Background: an optimization exercise with open tools, aiming at small area and a short achievable clock period. Do not read the settings as production practice. RTL that was checked went through simulation tests only; none was proved equivalent to the original.

## fp_recip
module fp_recip
(
  input  logic        clk,
  input  logic        reset,
  input  logic        in_valid,
  input  logic [31:0] in_word,
  output logic        out_valid,
  output logic [31:0] out_word
);
Size in the first run: about 5300 cells after synthesis, ~320 flip-flops, ~68 I/O pins, about 0.050 mm² of cells after synthesis.
clock: 12.0 ns
lec_check: 0
cap_margin: 20
core_margin: 2
core_utilization: 60
slew_margin: 20
synth_hierarchical: 1
standard.sh (not shown) runs the stock make flow with config.mk's settings and CLKGATE_MAP_FILE= SYNTH_SCRIPT=/design/flow/synth_recipe.tcl, a recipe that flattens the netlist after the stock synthesis.
==> flow/flow/run.sh <==
#!/bin/bash
export SETUP_SLACK_MARGIN=6
bash standard.sh > standard.log 2>&1
status=$?
exit $status
Edit:
==> flow/flow/run.sh (replaced) <==
#!/bin/bash
export SETUP_SLACK_MARGIN=5.5
bash standard.sh > standard.log 2>&1
status=$?
exit $status
The changed run went through all stages and came out clean.
Register-to-register slack degrades by 0.50 ns.
Core utilization came out lower by 0.42 points.
First-iteration DRC count came out higher by a few percent.
Worst setup slack degrades by 0.50 ns.
Global-route usage hardly moves.

* * *

fp_recip, a different RTL version from the one above (not shown whole).
For scale: roughly 6,200 cells after synthesis, ~68 I/O pins.
make LEC_CHECK=0 CAP_MARGIN=20 CORE_MARGIN=2 CORE_UTILIZATION=60 SETUP_SLACK_MARGIN=5 SLEW_MARGIN=20 finish   # period 12.0 ns
run.sh (not shown) runs the stock make flow with config.mk's settings and CLKGATE_MAP_FILE= SYNTH_SCRIPT=/design/flow/synth_recipe.tcl, a recipe that flattens the netlist after the stock synthesis.
Stock flow here: none of the scripts above is used.
The starting point ran to the end with no violations.
==> next run, changes <==
Settings changed: CORE_UTILIZATION 60 to 40, SETUP_SLACK_MARGIN 5 to default.
Result: Die area rose by 49%; utilization fell by 21 points; worst setup slack got worse by 0.11 ns; worst hold slack hardly moves; routed wire length rose by 2.0%; fmax fell by 1.6%; global-route usage fell by 11 points; cell area rose by 1.2%; non-clock buffer count fell by 7.
No run of this note included a check of the RTL's function; only the layout flow was run.

* * *

## before
fp_recip, a different RTL version from the one above (not shown whole).
Size in the first run: about 5,300 cells after synthesis, roughly 310 flip-flops, ~68 I/O pins, ~50,000 um^2 of cells after synthesis.
// fp_recip
module fp_recip
(
  input  logic        clk,
  input  logic        reset,
  input  logic        in_valid,
  input  logic [31:0] in_word,
  output logic        out_valid,
  output logic [31:0] out_word
);
export LEC_CHECK = 0
export CAP_MARGIN = 20
export CORE_MARGIN = 2
export CORE_UTILIZATION = 60
export SLEW_MARGIN = 20
export SYNTH_HIERARCHICAL = 1
create_clock -name core_clock -period 12.0 [get_ports {clk}]
standard.sh (not shown) runs the stock make flow with config.mk's settings and CLKGATE_MAP_FILE= SYNTH_SCRIPT=/design/flow/synth_recipe.tcl, a recipe that flattens the netlist after the stock synthesis.
==> flow/flow/run.sh <==
#!/bin/bash
export SETUP_SLACK_MARGIN=6.5
bash standard.sh > standard.log 2>&1
status=$?
exit $status
Setup changes, before to after
==> flow/flow/run.sh <==
#!/bin/bash
export SETUP_SLACK_MARGIN=6
bash standard.sh > standard.log 2>&1
status=$?
exit $status
Findings:
Largest stage delay on the critical path, after and before: higher on after
As far as hold slack is concerned, after and before perform about the same.
Length of the first detailed-routing pass in iterations (after over before): decrease, 2
Looking at number of DRC markers in iteration 0 across both flows, after is the stronger of the two, with before trailing.
after against before; final wirelength is down by a few percent.
after -> before: worst clock skew flat
Delta (after minus before): number of instances in the placed design ~0 delta; number of global-route vias before repair fell 0.52%; cell count has decreased.
The run showing the greater post-CTS repair timing setup buffer count is before.
after: flow completed, timing, DRC and antenna clean
before: flow completed, timing, DRC and antenna clean

* * *

fp_recip, a different RTL version from the one above (not shown whole).
Size: ~320 flip-flops, roughly 68 I/O pins.
export LEC_CHECK = 0
export CAP_MARGIN = 20
export CORE_MARGIN = 2
export CORE_UTILIZATION = 60
export SETUP_SLACK_MARGIN = 5
export SLEW_MARGIN = 20
export SYNTH_HIERARCHICAL = 1
create_clock -name core_clock -period 12.0 [get_ports {clk}]
run.sh (not shown) runs the stock make flow with config.mk's settings and CLKGATE_MAP_FILE= SYNTH_SCRIPT=/design/flow/synth_recipe.tcl, a recipe that flattens the netlist after the stock synthesis.
Stock flow here: none of the scripts above is used.
Edit:
==> flow/flow/run.sh (new file) <==
#!/bin/bash
export SETUP_SLACK_MARGIN=6
bash standard.sh > standard.log 2>&1
status=$?
exit $status
==> flow/standard.sh (new file) <==
#!/bin/bash
# synth_recipe.tcl (not shown) runs the flow's synth.tcl, then flattens the netlist and writes it again
# the make line also repeats each setting of config.mk as NAME=value (left out here)
make -C /OpenROAD-flow-scripts/flow DESIGN_CONFIG=/design/flow/config.mk WORK_HOME=/design/flow/orfs CLKGATE_MAP_FILE= SYNTH_SCRIPT=/design/flow/synth_recipe.tcl "${@:-finish}"
SETUP_SLACK_MARGIN = default   (was 5)
removed: flow/run.sh
After rerunning: Clock skew is about the same. Setup slack improved by 0.76 ns. Global-route usage hardly moves. Sequential share of layout area hardly moves. First-iteration DRC count rose by a few percent. Flip-flop and latch count stays the same. Design area rose slightly. Wire length rose slightly. Utilization rose by 0.81 points.

==> re-timing with driven ports <==
The flow's constraints put no driver on any port. The routed layouts listed below were extracted and timed again, unchanged, in two steps.
Step 1 sets driving cells, clkbuf_16 on the clock port and buf_2 on the other inputs (assumed; they add their load-dependent delay and slew).
Step 2 moves the port delays by t, midway between the first and last clock arrival at a register: inputs arrive t later, outputs are due t later. That takes back most of the time a late clock gives input paths.
Three values: ideal, step 1, step 2; two values: the first two.
| run | t (ns) | setup WS [ns] | hold WS [ns] | clock arrival spread, ns |
|---|---|---|---|---|
| the first run of note 1 | 0.654 | 6.126 / 6.126 / 5.798 | 0.318 / 0.318 / 0.318 | 0.032 / 0.032 |
| the second run of note 1 | 0.657 | 5.627 / 5.627 / 5.310 | 0.319 / 0.319 / 0.319 | 0.032 / 0.032 |
| the first run of note 2 | 0.629 | 5.267 / 5.197 / 5.461 | 0.325 / 0.325 / 0.325 | 0.041 / 0.041 |
| the second run of note 2 | 0.653 | 5.155 / 5.155 / 5.155 | 0.325 / 0.325 / 0.325 | 0.037 / 0.036 |
| before | 0.641 | 6.292 / 6.292 / 5.959 | 0.325 / 0.325 / 0.325 | 0.018 / 0.018 |
| after | 0.638 | 6.141 / 6.136 / 5.784 | 0.325 / 0.325 / 0.325 | 0.022 / 0.022 |
| the first run of note 4 | 0.655 | 5.316 / 5.245 / 5.576 | 0.324 / 0.324 / 0.324 | 0.042 / 0.043 |
| the second run of note 4 | 0.658 | 6.079 / 6.008 / 6.015 | 0.324 / 0.324 / 0.324 | 0.044 / 0.044 |
After both steps every run listed still meets setup and hold. For after, which loses most, drivers alone change the setup slack by -0.005 ns; drivers and shift together by -0.357 ns.
